Context: an optimization exercise on an open-source flow, tuned for small area, a short achievable clock period and few clock cycles. The choices shown serve that exercise and are no tape-out recipe. Function was checked by simulation only, so behaviour that the tests miss may differ from the original. Power is estimated from default activity; no workload was simulated.

`flow/config.mk`:
```
export PLATFORM = sky130hd
export DESIGN_NAME = mtf_rank_context_binarizer
export DESIGN_NICKNAME = mtf_rank_context_binarizer
export VERILOG_FILES = /design/flow/design.v
export SDC_FILE = /design/flow/constraint.sdc
export NUM_CORES = 4
export LEC_CHECK = 0
export ABC_AREA = 1
export ABC_CLOCK_PERIOD_IN_PS = 1500
export CAP_MARGIN = 20
export CORE_MARGIN = 2
export CORE_UTILIZATION = 65
export CTS_CLUSTER_DIAMETER = 80
export CTS_CLUSTER_SIZE = 20
export SETUP_SLACK_MARGIN = 2.5
export SLEW_MARGIN = 20
```
`flow/constraint.sdc`:
```
create_clock -name core_clock -period 5.0 [get_ports {i_clk}]
set_input_delay 1.0000 -clock core_clock [delete_from_list [all_inputs] [get_ports {i_clk}]]
set_output_delay 1.0000 -clock core_clock [all_outputs]
set_load 0.01 [all_outputs]
```
`flow/design.v`:
```
package mtfrcb_pkg;
    localparam int TABLE_SIZE  = 256;
    localparam int SYM_W       = 8;
    localparam int RANK_W      = 9;
    localparam int CTX_W       = 9;
    localparam int SIZE_BITS   = 30;
    localparam int GROUP_LEN   = 16;
    localparam int NUM_GROUPS  = TABLE_SIZE / GROUP_LEN;
endpackage
module mtfrcb_cell #(
    parameter logic [7:0] POS = 8'd0
)
(
    input  logic       i_clk,
    input  logic       i_shift,    
    input  logic       i_hold,     
    input  logic [7:0] i_key,      
    input  logic [7:0] i_prev,     
    output logic [7:0] o_val,      
    output logic       o_match
);
    logic [7:0] r_enc;
    logic [7:0] w_prev_enc;
    assign w_prev_enc = i_prev ^ POS;
    always_ff @(posedge i_clk) begin
        r_enc <= ({8{i_shift}} & w_prev_enc) | ({8{i_hold}} & r_enc);
    end
    assign o_val   = r_enc ^ POS;
    assign o_match = (r_enc == (i_key ^ POS));
endmodule
module mtfrcb_table
(
    input  logic       i_clk,
    input  logic       i_init,       
    input  logic       i_cmp_en,     
    input  logic [7:0] i_key,        
    input  logic [7:0] i_key_n,      
    output logic       o_hit0,       
    output logic [7:0] o_rank,       
    output logic       o_rank0,      
    output logic       o_rank1       
);
    localparam int N  = mtfrcb_pkg::TABLE_SIZE;
    localparam int GL = mtfrcb_pkg::GROUP_LEN;
    localparam int NG = mtfrcb_pkg::NUM_GROUPS;
    logic [7:0]   w_val [N];
    logic [N-1:0] w_match;
    logic [7:0]   r_key;
    logic [N-1:0] w_shift;
    logic [N-1:0] w_hold;
    for (genvar k = 0; k < N; k++) begin : g_cell
        logic [7:0] w_prev;
        if (k == 0) begin : g_head
            assign w_prev = r_key;
        end else begin : g_body
            assign w_prev = w_val[k-1];
        end
        mtfrcb_cell #(.POS(8'(k))) u_cell (
            .i_clk   (i_clk),
            .i_shift (w_shift[k]),
            .i_hold  (w_hold[k]),
            .i_key   ((k < N/2) ? i_key : ~i_key_n),
            .i_prev  (w_prev),
            .o_val   (w_val[k]),
            .o_match (w_match[k])
        );
    end
    assign o_hit0 = w_match[0];
    logic [NG-1:0] w_gany;
    logic [3:0]    w_gpos [NG];
    for (genvar g = 0; g < NG; g++) begin : g_genc
        logic [GL-1:0] w_m;
        assign w_m = w_match[g*GL +: GL];
        assign w_gany[g] = i_cmp_en && (|w_m);
        for (genvar b = 0; b < 4; b++) begin : g_bit
            logic [GL-1:0] w_mask;
            for (genvar i = 0; i < GL; i++) begin : g_m
                assign w_mask[i] = i[b];
            end
            assign w_gpos[g][b] = i_cmp_en && (|(w_m & w_mask));
        end
    end
    logic [NG-1:0] r_gany;
    logic [3:0]    r_gpos [NG];
    always_ff @(posedge i_clk) begin
        for (int g = 0; g < NG; g++) begin
            r_gany[g] <= w_gany[g];
            r_gpos[g] <= w_gpos[g];
        end
        r_key <= i_key;
    end
    logic [3:0] w_lo;
    logic [3:0] w_hi;
    always_comb begin
        w_lo = '0;
        w_hi = '0;
        for (int g = 0; g < NG; g++) begin
            w_lo = w_lo | r_gpos[g];
            w_hi = w_hi | (r_gany[g] ? 4'(g) : 4'd0);
        end
    end
    assign o_rank  = {w_hi, w_lo};
    assign o_rank0 = r_gany[0] && (r_gpos[0] == 4'd0);
    assign o_rank1 = r_gany[0] && (r_gpos[0] == 4'd1);
    for (genvar g = 0; g < NG; g++) begin : g_upd
        logic w_later;
        if (g == NG-1) begin : g_last
            assign w_later = 1'b0;
        end else begin : g_more
            assign w_later = |r_gany[NG-1:g+1];
        end
        logic w_keep;
        assign w_keep = !w_later && !i_init;
        for (genvar i = 0; i < GL; i++) begin : g_pos
            localparam int K = g*GL + i;
            logic w_here;
            assign w_here     = r_gany[g] && (r_gpos[g] >= 4'(i));
            assign w_shift[K] = w_later || w_here;
            assign w_hold[K]  = w_keep && !w_here;
        end
    end
endmodule
module mtfrcb_emit
(
    input  logic        i_clk,
    input  logic        i_rst_n,
    input  logic        i_push,           
    input  logic        i_push_hdr,
    input  logic        i_push_mk,
    input  logic [7:0]  i_push_rank,
    input  logic        i_push_r0,        
    input  logic        i_push_r1,        
    input  logic [29:0] i_bsize,          
    output logic [1:0]  o_cnt_keep,       
    output logic [1:0]  o_cnt_pop,        
    output logic        o_pop,            
    output logic        o_hdr_done,       
    output logic        o_valid,
    input  logic        i_ready,
    output logic        o_decision_bit,
    output logic [8:0]  o_context_index,
    output logic        o_raw_bit,
    output logic        o_last_of_item
);
    localparam logic [2:0] PH_FIRST  = 3'd0;
    localparam logic [2:0] PH_FLAG1  = 3'd1;
    localparam logic [2:0] PH_GROUP  = 3'd2;
    localparam logic [2:0] PH_OFFSET = 3'd3;
    localparam logic [2:0] PH_SIZE   = 3'd4;
    logic [11:0] r_q [3];             
    logic [1:0] r_cnt;
    logic [2:0] r_phase, n_phase;
    logic [2:0] r_g, n_g;
    logic [2:0] r_i, n_i;
    logic [6:0] r_n, n_n;             
    logic [4:0] r_j, n_j;
    logic [1:0] r_c, n_c;
    logic       r_ovalid;
    logic       r_obit, n_obit;
    logic [8:0] r_octx, n_octx;
    logic       r_oraw, n_oraw;
    logic       n_last;
    logic       r_olast;
    logic       w_hdr, w_mk, w_r0, w_r1;
    logic [7:0] w_r;
    logic       w_have, w_adv, w_pop;
    logic [8:0] w_rank9;
    logic       w_in_group;
    logic [7:0] w_u;
    logic [8:0] w_gctx;
    assign w_r1   = r_q[0][11];
    assign w_r0   = r_q[0][10];
    assign w_hdr  = r_q[0][9];
    assign w_mk   = r_q[0][8];
    assign w_r    = r_q[0][7:0];
    assign w_rank9 = {w_mk, w_r};
    assign w_have = (r_cnt != 2'd0);
    assign w_adv  = !r_ovalid || i_ready;
    assign w_pop  = w_adv && w_have && n_last;
    assign w_in_group = ((w_rank9 >> ({1'b0, r_g} + 4'd1)) == 9'd0);
    assign w_u    = (8'd1 << r_g) | ((r_phase == PH_OFFSET) ? {1'b0, r_n} : 8'd0);
    assign w_gctx = 9'(w_u) + 9'd6;
    always_comb begin
        n_phase = r_phase;
        n_g     = r_g;
        n_i     = r_i;
        n_n     = r_n;
        n_j     = r_j;
        n_obit  = 1'b0;
        n_octx  = '0;
        n_oraw  = 1'b0;
        case (r_phase)
            PH_FIRST:  n_last = !w_hdr && w_r0;
            PH_FLAG1:  n_last = w_r1;
            PH_GROUP:  n_last = w_mk && (r_g == 3'd7);
            PH_OFFSET: n_last = (r_i == 3'd0);
            PH_SIZE:   n_last = (r_j == 5'd29);
            default:   n_last = 1'b0;
        endcase
        case (r_phase)
            PH_FIRST: begin
                if (w_hdr) begin
                    n_obit  = i_bsize[29];
                    n_oraw  = 1'b1;
                    n_phase = PH_SIZE;
                    n_j     = 5'd1;
                end else begin
                    n_obit  = w_r0;
                    n_octx  = 9'(r_c);
                    n_phase = n_last ? PH_FIRST : PH_FLAG1;
                end
            end
            PH_FLAG1: begin
                n_obit  = w_r1;
                n_octx  = 9'd4 + 9'(r_c);
                n_phase = n_last ? PH_FIRST : PH_GROUP;
                n_g     = 3'd1;
            end
            PH_GROUP: begin
                n_obit = w_in_group;
                n_octx = w_gctx;
                if (w_in_group) begin
                    n_phase = PH_OFFSET;
                    n_i     = r_g - 3'd1;
                    n_n     = 7'd1;
                end else if (r_g == 3'd7) begin
                    n_phase = PH_FIRST;
                end else begin
                    n_g = r_g + 3'd1;
                end
            end
            PH_OFFSET: begin
                n_obit  = w_r[r_i];
                n_octx  = w_gctx;
                n_n     = {r_n[5:0], w_r[r_i]};
                n_phase = n_last ? PH_FIRST : PH_OFFSET;
                n_i     = r_i - 3'd1;
            end
            PH_SIZE: begin
                n_obit  = i_bsize[5'd29 - r_j];
                n_oraw  = 1'b1;
                n_phase = n_last ? PH_FIRST : PH_SIZE;
                n_j     = r_j + 5'd1;
            end
            default: begin
                n_phase = PH_FIRST;
            end
        endcase
    end
    always_comb begin
        if (w_hdr || w_mk || (w_r > 8'd3)) begin
            n_c = 2'd3;
        end else begin
            n_c = w_r[1:0];
        end
    end
    logic [11:0] w_new;
    logic [11:0] w_q_keep [3];
    logic [11:0] w_q_pop [3];
    logic [1:0] w_cnt_keep, w_cnt_pop;
    assign w_new      = {i_push_r1, i_push_r0, i_push_hdr, i_push_mk, i_push_rank};
    assign w_cnt_keep = r_cnt + 2'(i_push);
    assign w_cnt_pop  = r_cnt - 2'd1 + 2'(i_push);
    assign o_cnt_keep = w_cnt_keep;
    assign o_cnt_pop  = w_cnt_pop;
    assign o_pop      = w_pop;
    always_comb begin
        for (int s = 0; s < 3; s++) begin
            w_q_keep[s] = (i_push && (r_cnt == 2'(s))) ? w_new : r_q[s];
            w_q_pop[s]  = (i_push && (r_cnt == 2'(s+1))) ? w_new : r_q[(s < 2) ? s+1 : s];
        end
    end
    always_ff @(posedge i_clk) begin
        for (int s = 0; s < 3; s++) begin
            r_q[s] <= w_pop ? w_q_pop[s] : w_q_keep[s];
        end
    end
    always_ff @(posedge i_clk) begin
        if (!i_rst_n) begin
            r_cnt    <= 2'd0;
            r_phase  <= PH_FIRST;
            r_c      <= 2'd3;
            r_ovalid <= 1'b0;
        end else begin
            r_cnt <= w_pop ? w_cnt_pop : w_cnt_keep;
            if (w_adv) begin
                r_ovalid <= w_have;
                if (w_have) begin
                    r_phase <= n_phase;
                    if (n_last) begin
                        r_c <= n_c;
                    end
                end
            end
        end
    end
    always_ff @(posedge i_clk) begin
        if (w_adv && w_have) begin
            r_g     <= n_g;
            r_i     <= n_i;
            r_n     <= n_n;
            r_j     <= n_j;
            r_obit  <= n_obit;
            r_octx  <= n_octx;
            r_oraw  <= n_oraw;
            r_olast <= n_last;
        end
    end
    assign o_hdr_done      = w_pop && w_hdr;
    assign o_valid         = r_ovalid;
    assign o_decision_bit  = r_obit;
    assign o_context_index = r_octx;
    assign o_raw_bit       = r_oraw;
    assign o_last_of_item  = r_olast;
endmodule
module mtf_rank_context_binarizer
(
    input  logic                 i_clk,
    input  logic                 i_rst_n,
    input  logic                 i_valid,
    output logic                 o_ready,
    input  logic                 i_op,
    input  logic [mtfrcb_pkg::SYM_W-1:0]     i_symbol,
    input  logic                 i_is_marker,
    input  logic [mtfrcb_pkg::SIZE_BITS-1:0] i_block_size,
    output logic                 o_valid,
    input  logic                 i_ready,
    output logic                 o_decision_bit,
    output logic [mtfrcb_pkg::CTX_W-1:0]     o_context_index,
    output logic                 o_raw_bit,
    output logic                 o_last_of_item
);
    logic        r_iv;
    logic        r_op;
    logic [7:0]  r_sym;
    logic [7:0]  r_sym_n;       
    logic        r_mk;
    logic [29:0] r_bsize;
    logic        r_lock;        
    logic        r_stall;       
    logic        r_ordy;        
    logic        r_uv;
    logic        r_uop;
    logic        r_umk;
    logic        r_init;        
    logic        w_go;
    logic        w_hit0;
    logic [7:0]  w_rank;
    logic        w_rank0, w_rank1;
    logic [1:0]  w_cnt_keep, w_cnt_pop;
    logic        w_pop;
    logic        w_hdr_done;
    logic        w_blk_next;
    logic        w_full_keep, w_full_pop;
    logic        w_iv_next, w_lock_next, w_stall_next;
    logic        w_take;
    assign o_ready = r_ordy;
    assign w_take  = !r_lock && (!r_iv || !r_stall);
    assign w_go    = r_iv && !r_stall;
    assign w_blk_next  = w_go && (r_op || (!r_mk && !w_hit0));
    assign w_full_keep = (w_cnt_keep == 2'd3) || ((w_cnt_keep == 2'd2) && w_go);
    assign w_full_pop  = (w_cnt_pop == 2'd3) || ((w_cnt_pop == 2'd2) && w_go);
    assign w_iv_next    = w_take ? i_valid : (r_iv && !w_go);
    assign w_lock_next  = (w_take && i_valid && i_op) || (r_lock && !w_hdr_done);
    assign w_stall_next = w_blk_next || (w_pop ? w_full_pop : w_full_keep);
    always_ff @(posedge i_clk) begin
        if (!i_rst_n) begin
            r_iv    <= 1'b0;
            r_lock  <= 1'b0;
            r_stall <= 1'b0;
            r_ordy  <= 1'b1;
            r_uv    <= 1'b0;
            r_init  <= 1'b1;
        end else begin
            r_iv    <= w_iv_next;
            r_lock  <= w_lock_next;
            r_stall <= w_stall_next;
            r_ordy  <= !w_lock_next && (!w_iv_next || !w_stall_next);
            r_uv    <= w_go;
            r_init  <= w_go && r_op;
        end
    end
    always_ff @(posedge i_clk) begin
        r_uop <= r_op;
        r_umk <= r_mk;
        if (w_take) begin
            r_op    <= i_op;
            r_mk    <= i_is_marker;
            r_bsize <= i_block_size;
        end
        r_sym   <= ({8{w_take}} & i_symbol) | ({8{!w_take}} & r_sym);
        r_sym_n <= ({8{w_take}} & ~i_symbol) | ({8{!w_take}} & r_sym_n);
    end
    mtfrcb_table u_table (
        .i_clk    (i_clk),
        .i_init   (r_init),
        .i_cmp_en (w_go && !r_op && !r_mk && i_rst_n),
        .i_key    (r_sym),
        .i_key_n  (r_sym_n),
        .o_hit0   (w_hit0),
        .o_rank   (w_rank),
        .o_rank0  (w_rank0),
        .o_rank1  (w_rank1)
    );
    mtfrcb_emit u_emit (
        .i_clk           (i_clk),
        .i_rst_n         (i_rst_n),
        .i_push          (r_uv),
        .i_push_hdr      (r_uop),
        .i_push_mk       (r_umk),
        .i_push_rank     (w_rank),
        .i_push_r0       (w_rank0 && !r_umk && !r_uop),
        .i_push_r1       (w_rank1 && !r_umk && !r_uop),
        .i_bsize         (r_bsize),
        .o_cnt_keep      (w_cnt_keep),
        .o_cnt_pop       (w_cnt_pop),
        .o_pop           (w_pop),
        .o_hdr_done      (w_hdr_done),
        .o_valid         (o_valid),
        .i_ready         (i_ready),
        .o_decision_bit  (o_decision_bit),
        .o_context_index (o_context_index),
        .o_raw_bit       (o_raw_bit),
        .o_last_of_item  (o_last_of_item)
    );
endmodule
```
`flow/run.sh`:
```
#!/bin/bash
# synth_recipe.tcl (not shown) runs the flow's synth.tcl, then flattens the netlist and writes it again
# the make line also repeats each setting of config.mk as NAME=value (left out here)
make -C /OpenROAD-flow-scripts/flow DESIGN_CONFIG=/design/flow/config.mk WORK_HOME=/design/flow/orfs CLKGATE_MAP_FILE= SYNTH_SCRIPT=/design/flow/synth_recipe.tcl finish
```
==> impl_metrics.csv, run 1 <==
group,metric,value,unit
synthesis,synth_top_flop_cell,"dfxtp_1",
sta,slew_viol_final,0,
finish,layout.nets,13010,
placement,globalplace.congestion,0.8831,
finish,diodes,0,
worst_hold_path,hp-class,"reg2reg",
die,dieHeight,401.9,um
pwr,combPwrFrac,12.5,%
drt,vias,85720,
synthesis,synthTopCellsByArea,"dfxtp_1 (42%), nand2_1 (11%), xnor2_1 (9.0%)",
clock_network,htreeDepth,4,
sta,max_freq,405.7,MHz
drt,ant_nets,0,
worst_setup_path,cp_max_fo,41,
clock_network,cts_sinks,2266,
worst_setup_path,start_kind,"flip-flop",
placement,numPortBuffers,57,
die,die-area,0.1616,mm^2
synthesis,netlist_area,0.1029,mm^2
global_route,gr-total-overflow,0,
drt,post_drt_wl_per_cell,17.94,um
clock_network,cts_buffers,136,
synthesis,yosysTopAreaCellShare,42.09,%
sta,fin_crit,2465,ps
die,rows,146,
placement,hpwl,180400,um
worst_setup_path,end_kind,"flip-flop",
drt,drc,0,
finish,drive_gt1_share,5.030,%
finish,area_growth_syn_to_layout,8.119,%
drt,drt-total-wl,270400,um
sta,setup_ws,2535,ps
pwr,switchingPower,9.155,mW
pwr,power.internal,25.66,mW
flow_run,max_cap_violations,0,
synthesis,yosysTopAreaCell,"dfxtp_1",
run_status,status,"complete, no violations",
drt,drt_first_pass_iters,7,
pwr,clock_power_share,33.4,%
worst_setup_path,cp.arrival,3160,ps
sta,fin_skew,19.81,ps
sta,setup_tns,0,ps
clock_network,clock_latency,780,ps
synthesis,synth_edf_count,102,
clock_network,clockRootBuffer,"clkbuf_16",
synthesis,synth_seq_area_share,45.06,%
global_route,grt_pass1_vias,82740,
sta,rsz0062_at_grt,"yes",
pwr,seqPwrFrac,54.1,%
drt,first_iter_violations,6909,
pwr,power-per-cell-area,312.8,mW/mm^2
pwr,p_sw_share,26.30,%
synthesis,synthesis.instances,13030,
clock_network,clkTransAtPathRegs,90,ps
drt,via_per_inst,5.686,
synthesis,async_flop_share,0,%
sta,relSlewSlack,26.09,%
finish,layout.cells.non_filler,15080,
sta,min_period_over_period,49.29,%
placement,post-place-ws,1279,ps
global_route,antenna_found_initial,1,
placement,numPlacedInstances,14770,
synthesis,synthesis.nets,13090,
clock_network,clock_path_buffers,3,
die,ios,58,
clock_network,cts_tree,"yes",
finish,layout_common_cells,"nand2_1 (2,861), dfxtp_1 (2,156), inv_1 (1,449), xnor2_1 (1,057), o22ai_1 (892)",
global_route,grt_usage,32.23,%
worst_setup_path,crit_type,"reg2reg",
global_route,grt_max_degree,121,
die,core,0.1578,mm^2
global_route,grt_pass1_wl,432500,um
pwr,vdd_drop_max,0.3426,mV
sta,worstMarginPinSlew,1109,ps
die,die_width,401.9,um
synthesis,synth_cell_type_count,53,
synthesis,yosys_register_bits,2266,
die,initial_utilization,65.21,%
finish,final_common_cell,"nand2_1",
synthesis,syn_avg_cell_area,7.899,um^2
synthesis,yosysWarnings,267,
pwr,leakage,43.90,nW
worst_setup_path,required,5690,ps
sta,hold_viol,0,
finish,utilization,70.51,%
sta,setup_viol,0,
==> state kept, by name, indices dropped and copies added, names as in the netlist, 2 cells and up, named ones only <==
signal	cells
u_table.g_cell.u_cell.r_enc	2048
u_emit.r_n	7
u_emit.r_cnt	2
u_table.r_key	8
u_emit.r_phase	3
u_emit.r_i	3
u_emit.r_q	36
u_emit.r_c	2
u_table.r_gany	16
u_emit.r_g	3
r_bsize	30
u_emit.r_octx	9
u_table.r_gpos	64
u_emit.r_j	5
==> layout make-up <==
type	count	area [um^2]
Tap cell	2072	2592
Clock buffer	168	3785
Inverter	1500	5714
Fill cell	13090	46550
Timing Repair inverter	1	7.507
Sequential cell	2266	46400
Timing Repair Buffer	273	3030
Clock inverter	18	200.2
Multi-Input combinational cell	8777	49550
==> kinds of logic (layout without fill, tap and decap cells) <==
family                   Yosys count  count (layout)  synth area share, %
adder cells (fa/ha/maj)           14              14               0.1702
AO/OA/AOI/OAI                   2066            2067                11.69
XOR/XNOR                        1855            1855                15.78
flip-flops                      2266            2266                45.06
buffers and inverters           1990            1960                7.561
AND/OR/NAND/NOR                 4839            4841                19.73
==> worst paths after layout <==
kind	to	startpoint	slack, ps	cells after the start
worst max register to register	u_table.g_cell[38].u_cell.r_enc[7]	u_table.r_gany[15]	2540	11
worst min-delay path	u_table.g_cell[0].u_cell.r_enc[5]	u_table.r_key[5]	430	2
worst max-delay path	u_table.g_cell[38].u_cell.r_enc[7]	u_table.r_gany[15]	2540	11
worst min register to register	u_table.g_cell[0].u_cell.r_enc[5]	u_table.r_key[5]	430	2
==> worst max-delay path, stage by stage (launching register included) <==
cell        delay [ps]
dfxtp_2            340
clkinvlp_4         110
nand2_4            100
nor2_8             160
nand2_8            130
nor2_8             250
buf_4              160
nand3_4            220
nor2_4             200
buf_12             230
nand3_2            210
o22ai_1            200
==> power groups by stage <==
stage               Sequential (mW)  Combinational (mW)  Clock (mW)
floorplan                      19.2                3.10           0
global placement               19.3                3.96           0
detailed placement             19.3                4.06           0
CTS                            18.9                4.21        11.8
global route                   18.9                4.76        12.4
finish                         18.9                4.34        11.6
==> what timing repair did <==
action,4_1_cts,5_1_grt
endpoints found under the setup margin,1607,1122
hold buffers,0,0
resized for setup,173,118
gates cloned,7,5
setup buffers,66,40
pin swaps,24,17
==> cells in the mapped netlist (31+ instances only) <==
library cell and number:
nand2_1 2891, clkbuf_1 230, nand4_1 138, xnor2_1 1057, inv_1 1465, a21oi_1 162
edfxtp_1 102, o22ai_1 892, buf_2 208, o21ai_0 826, dfxtp_1 2164, nor3_1 306
nor2_1 642, xor2_1 798, a32o_1 31, buf_1 40, o31ai_1 40, nand3_1 763
==> routing by layer <==
layer | up-vias | track usage (%) | routed length [um]
met5 | - | 0 | 13
met4 | 2 | 10.99 | 8749
met3 | 483 | 3.354 | 13700
met2 | 2398 | 54.76 | 128200
met1 | 40830 | 42.81 | 119700
li1 | 42010 | - | -
==> stage by stage <==
step | instance area, um^2 | hold WS (ps) | power, mW
global placement | 105100 | 405.4 | 23.23
CTS | 110500 | 430.7 | 34.83
finish | 111300 | 429.5 | 34.81
detailed placement | 105100 | 409.1 | 23.34
floorplan | 103000 | 346.2 | 22.29
global route | 111300 | 457.0 | 36.05
Testbench counts, summed over its fixed seeds: cycles 52,315.
==> inputs of run 2 (changes only) <==
--- a/flow/config.mk
+++ b/flow/config.mk
@@ -9,8 +9,8 @@
 export ABC_CLOCK_PERIOD_IN_PS = 1500
 export CAP_MARGIN = 20
 export CORE_MARGIN = 2
-export CORE_UTILIZATION = 65
+export CORE_UTILIZATION = 60
 export CTS_CLUSTER_DIAMETER = 80
 export CTS_CLUSTER_SIZE = 20
-export SETUP_SLACK_MARGIN = 2.5
+export SETUP_SLACK_MARGIN = 2.6
 export SLEW_MARGIN = 20
==> impl_metrics.csv, run 2 <==
group,metric,value,unit
die,ios,58,
die,dieHeight,418.2,um
sta,setup_viol,0,
worst_setup_path,crit_type,"reg2reg",
global_route,grt_pass1_wl,440000,um
global_route,antenna_found_initial,1,
sta,fin_crit,2401,ps
synthesis,synthTopCellsByArea,"dfxtp_1 (42%), nand2_1 (11%), xnor2_1 (9.0%)",
drt,drt-total-wl,282800,um
run_status,status,"complete, no violations",
worst_setup_path,r2r-start,"u_table.r_gany[15]",
finish,layout_common_cells,"nand2_1 (2,862), dfxtp_1 (2,149), inv_1 (1,444), xnor2_1 (1,057), o22ai_1 (891)",
pwr,seqPwrFrac,52.9,%
drt,ant_nets,0,
finish,utilization,65.83,%
synthesis,synthesis.instances,13030,
sta,fin_skew,24.93,ps
drt,post_drt_wl_per_cell,18.51,um
synthesis,synth_cell_type_count,53,
synthesis,synth_seq_area_share,45.06,%
synthesis,synthAdderAreaFrac,0.1702,%
worst_hold_path,hp-class,"reg2reg",
synthesis,muxShareOfSynthArea,0,%
finish,final.fill_count,14780,
flow_run,max_cap_violations,0,
sta,rsz0062_at_grt,"yes",
pwr,p_sw_share,26.42,%
sta,max_freq,416.5,MHz
clock_network,clockRootBuffer,"clkbuf_16",
worst_setup_path,critPathMaxStageDelay,580,ps
worst_hold_path,hold_start,"u_table.r_key[6]",
drt,vias,85460,
sta,worstMarginPinSlew,1012,ps
clock_network,clock_latency,820,ps
finish,final_common_cell,"nand2_1",
pwr,finalPower,35.59,mW
synthesis,yosysTopAreaCellShare,42.09,%
pwr,switchingPower,9.404,mW
synthesis,yosysTopAreaCell,"dfxtp_1",
global_route,grt_usage,30.88,%
clock_network,clock_path_buffers,3,
die,initial_utilization,60.20,%
global_route,grt_max_degree,113,
pwr,leakage,44.43,nW
drt,first_iter_violations,6994,
placement,numPortBuffers,57,
worst_setup_path,path_cells,"nor2_8 > nand2_8 > nor2_4 > buf_12 > nand2_8 > nor2_2 > inv_1 > nor2_2 > nand3_1 > nand2_1",
finish,regMostFlops,"u_table.g_cell.u_cell.r_enc",
synthesis,synth_simple_gate_area_share,19.73,%
sta,whs,430.0,ps
worst_setup_path,required,5760,ps
worst_setup_path,cp.arrival,3160,ps
pwr,combPwrFrac,12.8,%
clock_network,cts_buffers,138,
synthesis,async_flop_share,0,%
clock_network,clkTransAtPathRegs,80,ps
sta,relSlewSlack,32.03,%
synthesis,synthesis.nets,13090,
die,rows,152,
drt,drc,0,
global_route,grt_pass1_vias,81160,
finish,layout.nets,13050,
synthesis,ys_top_cells_by_count,"nand2_1 (2,891), dfxtp_1 (2,164), inv_1 (1,465), xnor2_1 (1,057), o22ai_1 (892)",
die,die-area,0.1749,mm^2
global_route,gr-total-overflow,0,
worst_setup_path,crit_path_start,"u_table.r_gany[15]",
worst_setup_path,end_kind,"flip-flop",
clock_network,cts_tree,"yes",
pwr,power.internal,26.19,mW
die,core,0.1710,mm^2
clock_network,cts_sinks,2266,
pwr,power-per-cell-area,316.2,mW/mm^2
sta,hold_viol,0,
synthesis,yosys_register_bits,2266,
synthesis,synth_xor_area_share,15.78,%
worst_setup_path,critPathSlowestCell,"nor2_2",
synthesis,synth_top_flop_cell,"dfxtp_1",
clock_network,htreeDepth,4,
synthesis,synth_edf_count,102,
synthesis,syn_avg_cell_area,7.899,um^2
finish,drive_gt1_share,5.672,%
synthesis,yosysMostFrequentCell,"nand2_1",
drt,drt_first_pass_iters,6,
die,die_width,418.2,um
placement,globalplace.congestion,0.8438,
sta,setup_tns,0,ps
placement,hpwl,181200,um
synthesis,yosysWarnings,267,
finish,largest_register_ff_count,2048,
synthesis,netlist_area,0.1029,mm^2
drt,via_per_inst,5.593,
synthesis,synth_compound_area_share,11.69,%
finish,top_regs,"u_table.g_cell.u_cell.r_enc: 2048 flops, u_table.r_gpos: 64 flops, u_emit.r_q: 36 flops",
synthesis,synth_top_family_by_area,"simple AND/OR/NAND/NOR gates",
pwr,clock_power_share,34.3,%
sta,slew_viol_final,0,
sta,min_period_over_period,48.02,%
pwr,vdd_drop_max,0.3955,mV
worst_setup_path,cp_max_fo,14,
worst_setup_path,start_kind,"flip-flop",
finish,area_growth_syn_to_layout,9.356,%
## run 2: power by group through the flow
stage               Clock [mW]  Combinational (mW)  Sequential (mW)
global placement             0                4.00             19.3
detailed placement           0                4.09             19.3
global route              13.0                4.96             18.9
CTS                       12.4                4.38             18.8
floorplan                    0                3.10             19.2
finish                    12.2                4.55             18.8
## run 2: final timing paths
path	end	slack, ps	depth (start not counted)
worst max-delay path	u_table.g_cell[102].u_cell.r_enc[4]	2600	10
worst min-delay path	u_table.g_cell[0].u_cell.r_enc[6]	430	2
worst max register to register	u_table.g_cell[102].u_cell.r_enc[4]	2600	10
worst min register to register	u_table.g_cell[0].u_cell.r_enc[6]	430	2
## run 2: layer usage
metal / GRT usage [%] / vias up / wire length [um]
met4: 9.252 / 2 / 8277
met5: 0 / - / 13
met2: 52.38 / 2099 / 133600
li1: - / 42110 / -
met1: 41.39 / 40830 / 126900
met3: 3.357 / 411 / 13930
## run 2: per-stage QoR
step,setup slack [ps],std cells,instance area (um^2)
finish,2599,15280,112600
global route,2459,15280,112600
CTS,2483,15210,111300
detailed placement,1272,14930,105300
global placement,1415,14930,105300
floorplan,2602,13030,103000
## run 2: area by class of cell
class | instances | area [um^2] | area share (%)
Clock inverter | 24 | 379.1 | 0.3368
Sequential cell | 2266 | 46410 | 41.23
Multi-Input combinational cell | 8776 | 49670 | 44.12
Clock buffer | 169 | 3872 | 3.440
Tap cell | 2233 | 2794 | 2.482
Antenna cell | 1 | 2.502 | 0.002223
Inverter | 1500 | 5722 | 5.083
Timing Repair Buffer | 311 | 3712 | 3.298
## run 2: kinds of logic (layout without fill, tap and decap cells)
| logic type | Yosys count | after routing |
|---|---|---|
| buffers and inverters | 1990 | 2004 |
| adder cells (fa/ha/maj) | 14 | 14 |
| AO/OA/AOI/OAI | 2066 | 2066 |
| other | 0 | 1 |
| flip-flops | 2266 | 2266 |
| AND/OR/NAND/NOR | 4839 | 4841 |
| XOR/XNOR | 1855 | 1855 |
## run 2: critical path: cells and delay by family, from the launching register on
family / cells / cell delay [ps]
buffers and inverters: 2 / 360
flip-flops: 1 / 400
AND/OR/NAND/NOR: 8 / 1550
## run 2: timing repair
action / CTS / global route
setup endpoints to repair: 1874 / 1054
hold buffers: 0 / 0
buffers inserted: 78 / 55
gates cloned: 13 / 13
endpoints found under the hold margin: 0 / 0
resized for setup: 211 / 167
pin swaps: 19 / 24
==> inputs of run 3 (changes only) <==
--- a/flow/design.v
+++ b/flow/design.v
@@ -102,19 +102,21 @@
     assign o_rank  = {w_hi, w_lo};
     assign o_rank0 = r_gany[0] && (r_gpos[0] == 4'd0);
     assign o_rank1 = r_gany[0] && (r_gpos[0] == 4'd1);
+    logic [NG-1:0] w_gv;
+    assign w_gv = r_gany & {NG{!i_init}};
     for (genvar g = 0; g < NG; g++) begin : g_upd
         logic w_later;
         if (g == NG-1) begin : g_last
             assign w_later = 1'b0;
         end else begin : g_more
-            assign w_later = |r_gany[NG-1:g+1];
+            assign w_later = |w_gv[NG-1:g+1];
         end
         logic w_keep;
         assign w_keep = !w_later && !i_init;
         for (genvar i = 0; i < GL; i++) begin : g_pos
             localparam int K = g*GL + i;
             logic w_here;
-            assign w_here     = r_gany[g] && (r_gpos[g] >= 4'(i));
+            assign w_here     = w_gv[g] && (r_gpos[g] >= 4'(i));
             assign w_shift[K] = w_later || w_here;
             assign w_hold[K]  = w_keep && !w_here;
         end
@@ -394,7 +396,7 @@
     mtfrcb_table u_table (
         .i_clk    (i_clk),
         .i_init   (r_init),
-        .i_cmp_en (w_go && !r_op && !r_mk && i_rst_n),
+        .i_cmp_en (w_go && !r_op && !r_mk),
         .i_key    (r_sym),
         .i_key_n  (r_sym_n),
         .o_hit0   (w_hit0),
==> impl_metrics.csv, run 3 <==
group,metric,value,unit
sta,setup_tns,0,ps
finish,largest_register_ff_count,2048,
die,ios,58,
sta,slew_viol_final,0,
finish,top_regs,"u_table.g_cell.u_cell.r_enc: 2048 flops, u_table.r_gpos: 64 flops, u_emit.r_q: 36 flops",
global_route,grt_pass1_wl,467500,um
global_route,antenna_found_initial,4,
worst_setup_path,cp_max_fo,8,
synthesis,yosysWarnings,267,
placement,numPortBuffers,57,
sta,relSlewSlack,35.68,%
synthesis,yosys_register_bits,2266,
pwr,leakage,46.99,nW
worst_setup_path,end_kind,"flip-flop",
placement,hpwl,199000,um
synthesis,synthesis.nets,13500,
sta,fin_crit,2486,ps
global_route,gr-total-overflow,0,
drt,drt_first_pass_iters,8,
finish,final.fill_count,14670,
finish,area_growth_syn_to_layout,12.38,%
global_route,grt_pass1_vias,85470,
worst_hold_path,hp-class,"reg2reg",
run_status,status,"complete, no violations",
worst_setup_path,r2r-start,"r_init",
synthesis,async_flop_share,0,%
clock_network,clkTransAtPathRegs,90,ps
synthesis,synthesis.instances,13440,
pwr,power-per-cell-area,308.7,mW/mm^2
synthesis,synth_top_flop_cell,"dfxtp_1",
die,die_width,419.1,um
finish,regMostFlops,"u_table.g_cell.u_cell.r_enc",
finish,final_common_cell,"nand2_1",
clock_network,htreeDepth,4,
clock_network,clockRootBuffer,"clkbuf_16",
finish,layout.nets,13630,
worst_hold_path,hold_start,"r_op",
pwr,finalPower,35.88,mW
placement,place_area,0.1063,mm^2
sta,hold_viol,0,
finish,layout_common_cells,"nand2_1 (3,415), dfxtp_1 (2,157), inv_1 (1,432), xnor2_1 (883), o22ai_1 (870)",
global_route,grt_max_degree,97,
synthesis,synthTopCellsByArea,"dfxtp_1 (42%), nand2_1 (13%), xnor2_1 (7.5%)",
drt,drt-total-wl,307300,um
synthesis,synth_cell_type_count,53,
global_route,grt_usage,33.17,%
synthesis,ys_top_cells_by_count,"nand2_1 (3,604), dfxtp_1 (2,164), inv_1 (1,446), xnor2_1 (883), o22ai_1 (871)",
synthesis,yosysMostFrequentCell,"nand2_1",
synthesis,yosysTopAreaCell,"dfxtp_1",
sta,fin_skew,32.40,ps
drt,drc,0,
placement,numPlacedInstances,15480,
finish,layout.cells.non_filler,15940,
clock_network,cts_buffers,138,
worst_setup_path,crit_path_start,"r_init",
clock_network,clock_latency,830,ps
synthesis,yosysTopAreaCellShare,41.89,%
sta,max_freq,402.2,MHz
placement,post-place-ws,915.3,ps
sta,rsz0062_at_grt,"yes",
worst_setup_path,cp.arrival,3190,ps
flow_run,max_cap_violations,0,
worst_setup_path,start_kind,"flip-flop",
drt,via_per_inst,5.628,
drt,first_iter_violations,7086,
die,core,0.1714,mm^2
synthesis,synth_edf_count,102,
finish,drive_gt1_share,8.247,%
die,rows,152,
drt,vias,89730,
clock_network,cts_tree,"yes",
die,die-area,0.1757,mm^2
sta,setup_viol,0,
sta,setup_ws,2514,ps
placement,globalplace.congestion,0.9142,
clock_network,cts_sinks,2266,
clock_network,clock_path_buffers,3,
sta,worstMarginPinSlew,955.9,ps
worst_setup_path,required,5700,ps
synthesis,synth_seq_area_share,44.86,%
finish,design_area,0.1162,mm^2
drt,ant_nets,0,
synthesis,netlist_area,0.1034,mm^2
die,initial_utilization,60.35,%
sta,min_period_over_period,49.72,%
worst_setup_path,crit_type,"reg2reg",
pwr,vdd_drop_max,0.3943,mV
die,dieHeight,419.1,um
synthesis,syn_avg_cell_area,7.694,um^2
drt,post_drt_wl_per_cell,19.28,um
## run 3: logic make-up (layout without fill, tap and decap cells)
group | count (synthesis) | in the layout | share of synthesized area, %
compound gates | 1955 | 1955 | 10.82
xor+xnor | 1728 | 1728 | 14.64
fa+ha+maj | 14 | 14 | 0.1694
buf+inv | 1938 | 2124 | 7.170
flops | 2266 | 2266 | 44.86
other cells | 0 | 2 | 0
simple gates | 5539 | 5543 | 22.35
## run 3: final cells by class
class | count | area [um^2] | share of cell area (%)
Inverter | 1482 | 5707 | 4.911
Multi-Input combinational cell | 9240 | 51980 | 44.73
Clock inverter | 28 | 406.6 | 0.3499
Sequential cell | 2266 | 46400 | 39.93
Tap cell | 2310 | 2890 | 2.487
Timing Repair Buffer | 439 | 5021 | 4.321
Timing Repair inverter | 3 | 26.28 | 0.02261
Clock buffer | 172 | 3772 | 3.246
Antenna cell | 2 | 5.005 | 0.004307
## run 3: layer usage
layer | GRT usage (%) | routed length (um) | vias up
met5 | 0 | 21 | -
met3 | 4.238 | 17310 | 639
li1 | - | - | 43470
met1 | 41.92 | 129300 | 43040
met4 | 12.53 | 12030 | 4
met2 | 57.55 | 148600 | 2572
## run 3: power by group
| group | switching (mW) | internal, mW | total (mW) |
|---|---|---|---|
| logic | 3.15 | 1.77 | 4.91 |
| registers | 0.274 | 18.6 | 18.8 |
| clock network | 6.29 | 5.82 | 12.1 |
## run 3: worst max-delay path: stages, from the launching register on
cell and delay, ps:
dfxtp_4 450, inv_16 70, buf_12 140, buf_16 150, nand2_8 100, nand4_1 390
nor4_4 290, buf_6 190, buf_12 180, nand3_4 160, nand2_2 120, o21ai_1 70
## run 3: stage by stage
step | utilization, % | hold slack (ps)
floorplan | - | 346.2
global placement | 62.05 | 374.3
detailed placement | 62.06 | 377.7
CTS | 66.23 | 397.0
global route | 67.82 | 410.3
finish | 67.82 | 390.5
## run 3: final timing paths
check | slack, ps | end | cells after the start
setup / recovery | 2510 | u_table.g_cell[25].u_cell.r_enc[0] | 11
hold / removal | 390 | r_uop | 0
setup reg to reg | 2510 | u_table.g_cell[25].u_cell.r_enc[0] | 11
hold reg to reg | 390 | r_uop | 0
## run 3: what timing repair did
| item | in CTS | in global routing |
|---|---|---|
| pin swaps | 49 | 205 |
| gates cloned | 18 | 15 |
| hold buffers | 0 | 0 |
| resized for setup | 432 | 429 |
| endpoints found under the setup margin | 1868 | 1313 |
| setup buffers | 114 | 118 |
| hold endpoints to repair | 0 | 0 |
Testbench counts of run 3, summed over its fixed seeds: cycles 52,315.
==> inputs of run 4 (changes only) <==
--- a/flow/config.mk
+++ b/flow/config.mk
@@ -9,8 +9,8 @@
 export ABC_CLOCK_PERIOD_IN_PS = 1500
 export CAP_MARGIN = 20
 export CORE_MARGIN = 2
-export CORE_UTILIZATION = 60
+export CORE_UTILIZATION = 65
 export CTS_CLUSTER_DIAMETER = 80
 export CTS_CLUSTER_SIZE = 20
-export SETUP_SLACK_MARGIN = 2.6
+export SETUP_SLACK_MARGIN = 2.5
 export SLEW_MARGIN = 20
==> impl_metrics.csv, run 4 <==
group,metric,value,unit
global_route,grtUsageMet3,4.865,%
global_route,grt.busiest_layer,"met2",
worst_setup_path,required,5720,ps
finish,drive_gt1_share,7.239,%
die,dieHeight,402.9,um
drt,post_drt_wl_per_cell,19.12,um
drt,via_per_inst,5.749,
die,initial_utilization,65.37,%
sta,setup_viol,0,
worst_setup_path,cp.arrival,3340,ps
placement,hpwl,194700,um
drt,vias,90130,
worst_setup_path,crit_type,"reg2reg",
worst_setup_path,rrSetupSlack,2380,ps
die,rows,146,
worst_setup_path,r2r-end,"u_table.g_cell[0].u_cell.r_enc[7]",
global_route,grt_usage,35.27,%
synthesis,yosysMostFrequentCell,"nand2_1",
synthesis,netlist_area,0.1034,mm^2
synthesis,synth_simple_gate_area_share,22.35,%
synthesis,async_flop_share,0,%
clock_network,cts_buffers,136,
sta,slew_viol_final,0,
finish,layout.nets,13610,
clock_network,htreeDepth,4,
finish,final.fill_count,12530,
finish,multiInputGateArea,0.05157,mm^2
finish,utilization,72.82,%
finish,area_growth_syn_to_layout,11.40,%
synthesis,synth_top_flop_cell,"dfxtp_1",
flow_run,max_cap_violations,0,
synthesis,yosysTopAreaCellShare,41.89,%
worst_setup_path,cp_max_fo,9,
global_route,grt_pass1_vias,86480,
finish,final_common_cell,"nand2_1",
sta,min_period_over_period,52.42,%
die,die_width,402.9,um
drt,drc,0,
worst_setup_path,reg2regPathDepth,17,
worst_setup_path,crit_path_start,"r_init",
sta,max_freq,381.5,MHz
synthesis,synthAdderAreaFrac,0.1694,%
finish,seq_area,0.04640,mm^2
finish,top_regs,"u_table.g_cell.u_cell.r_enc: 2048 flops, u_table.r_gpos: 64 flops, u_emit.r_q: 36 flops",
worst_hold_path,hold_start,"r_mk",
synthesis,synth_xor_area_share,14.64,%
die,ios,58,
global_route,grt_pass1_wl,465100,um
placement,globalplace.congestion,0.9052,
finish,layout.cells.non_filler,15680,
finish,design_area,0.1152,mm^2
drt,drt_first_pass_iters,6,
sta,rsz0062_at_grt,"yes",
global_route,antenna_found_initial,2,
global_route,grt_max_degree,99,
synthesis,synth_edf_count,102,
synthesis,yosysTopAreaCell,"dfxtp_1",
placement,numPlacedInstances,15220,
clock_network,clkTransAtPathRegs,80,ps
placement,place_area,0.1059,mm^2
synthesis,yosysWarnings,267,
drt,first_iter_violations,8059,
die,core,0.1582,mm^2
synthesis,muxShareOfSynthArea,0,%
worst_setup_path,start_kind,"flip-flop",
sta,relSlewSlack,32.05,%
worst_setup_path,end_kind,"flip-flop",
placement,numPortBuffers,57,
sta,hold_viol,0,
worst_hold_path,hp-class,"reg2reg",
die,die-area,0.1623,mm^2
synthesis,synth_seq_area_share,44.86,%
global_route,grt_use_met1,46.21,%
worst_hold_path,hold_end,"r_umk",
synthesis,ys_top_cells_by_count,"nand2_1 (3,604), dfxtp_1 (2,164), inv_1 (1,446), xnor2_1 (883), o22ai_1 (871)",
synthesis,synthTopCellsByArea,"dfxtp_1 (42%), nand2_1 (13%), xnor2_1 (7.5%)",
sta,fin_crit,2621,ps
clock_network,clock_path_buffers,3,
synthesis,synthesis.instances,13440,
sta,setup_tns,0,ps
synthesis,synthesis.nets,13500,
clock_network,cts_sinks,2266,
pwr,power-per-cell-area,307.1,mW/mm^2
worst_hold_path,min_path_cells,0,
run_status,status,"complete, no violations",
clock_network,clockRootBuffer,"clkbuf_16",
pwr,leakage,46.66,nW
clock_network,cts_tree,"yes",
sta,fin_skew,25.80,ps
pwr,vdd_drop_max,0.3827,mV
finish,largest_register_ff_count,2048,
finish,regMostFlops,"u_table.g_cell.u_cell.r_enc",
synthesis,synth_top_family_by_area,"simple AND/OR/NAND/NOR gates",
finish,diodes,0,
clock_network,clock_latency,790,ps
drt,ant_nets,0,
finish,layout_common_cells,"nand2_1 (3,505), dfxtp_1 (2,158), inv_1 (1,430), xnor2_1 (883), o22ai_1 (859)",
global_route,gr-total-overflow,0,
synthesis,syn_avg_cell_area,7.694,um^2
worst_setup_path,r2r-start,"r_init",
global_route,grt_use_met2,59.05,%
sta,worstMarginPinSlew,1011,ps
synthesis,synth_compound_area_share,10.82,%
synthesis,yosys_register_bits,2266,
drt,drt-total-wl,299700,um
synthesis,synth_cell_type_count,53,
clock_network,ctsHoldBuffers,0,
run 4: cell counts after synthesis:
No cell type changed its count.
run 4: cell families (layout without fill, tap and decap cells):
| logic type | after synthesis | count (layout) |
|---|---|---|
| xor gates and xnor gates | 1728 | 1728 |
| adders and majority gates | 14 | 14 |
| DFF | 2266 | 2266 |
| AOI/OAI and AO/OA | 1955 | 1955 |
| buffers and inverters | 1938 | 2101 |
| and+or+nand+nor | 5539 | 5542 |
run 4: layer usage:
| layer | part of all wire (%) | up-vias |
|---|---|---|
| met4 | 4.1 | 4 |
| met3 | 7.1 | 691 |
| met1 | 42 | 42880 |
| met5 | 0.0063 | - |
| met2 | 47 | 3127 |
| li1 | - | 43430 |
run 4: repair_timing:
| item | in CTS | in global routing |
|---|---|---|
| setup endpoints to repair | 1995 | 1308 |
| gates cloned | 14 | 12 |
| setup buffers | 112 | 129 |
| pin swaps | 39 | 163 |
| gates resized for setup | 333 | 332 |
run 4: how the worst max path moves through the flow:
stage	end	slack [ps]
after detailed placement	u_table.g_cell[37].u_cell.r_enc[0]	900
after global placement	u_table.g_cell[37].u_cell.r_enc[0]	910
after global routing	u_table.g_cell[101].u_cell.r_enc[7]	2230
final	u_table.g_cell[0].u_cell.r_enc[7]	2380
after floorplan	u_emit.r_q[2][0]	2530
after CTS	u_table.g_cell[74].u_cell.r_enc[2]	2390
run 4: per-stage QoR:
step                total power [mW]  worst slack (ps)  hold WS [ps]
finish                         35.37              2379         400.9
global route                   36.52              2234         404.3
CTS                            35.20              2394         405.2
detailed placement             23.52             899.7         387.4
global placement               23.40             912.1         398.3
floorplan                      22.30              2530         346.2
run 4: power breakdown:
group / leakage (nW) / internal, mW / switching (mW)
Sequential: 18.5 / 18.6 / 0.276
Combinational: 26.2 / 1.70 / 3.09
Clock: 1.98 / 5.57 / 6.16
Total: 46.7 / 25.8 / 9.53
run 4: cell type report:
type                       count  area share [%]
inverter                    1482           4.949
timing repair inverter         4         0.03693
clock buffer                 173           3.263
clock inverter                22          0.2313
tap                         2072           2.250
timing repair buffer         420           4.224
multi-input combinational   9239           44.77
sequential                  2266           40.28
run 4: worst max-delay path, stage by stage (launching register included):
cell and delay (ps):
dfxtp_4 490, buf_12 170, inv_16 70, nand2_8 70
inv_4 50, nor2_8 170, nand2_4 110, inv_6 90
nand2_4 60, buf_12 150, nor3_4 200, buf_12 150
buf_12 160, buf_12 130, nand2_8 70, nor2_4 210
nand2_1 90, nand2_1 70

==> what the ideal ports hide <==
No port has a modelled driver above. Below, the same layouts with a new extraction and two added sets of constraints. Step 1, drivers: a clkbuf_16 drives i_clk and a buf_2 each remaining input, both assumed. Step 2 adds t to the input delays and takes it off the output delays; t is the mean of the earliest and latest rising clock arrival at the registers after step 1. Input paths then give back, and output paths get back, about the clock's delay inside the block. Slacks: no drivers / after step 1 / after step 2; pairs: no drivers / after step 1.
| run | t (ns) | setup WS [ns] | worst setup path after step 2 | worst slew at a driven data input, ns |
|---|---|---|---|---|
| run 1 | 0.857 | 2.535 / 2.479 / 1.741 | input to register | 0.04 |
| run 2 | 0.891 | 2.599 / 2.573 / 1.802 | input to register | 0.04 |
| run 3 | 0.903 | 2.514 / 2.514 / 2.011 | input to register | 0.05 |
| run 4 | 0.865 | 2.379 / 2.379 / 1.947 | input to register | 0.06 |
After both steps every run listed still meets setup and hold. The setup slack of run 2, which loses most, moves by -0.026 ns with the drivers and by -0.797 ns with both steps.
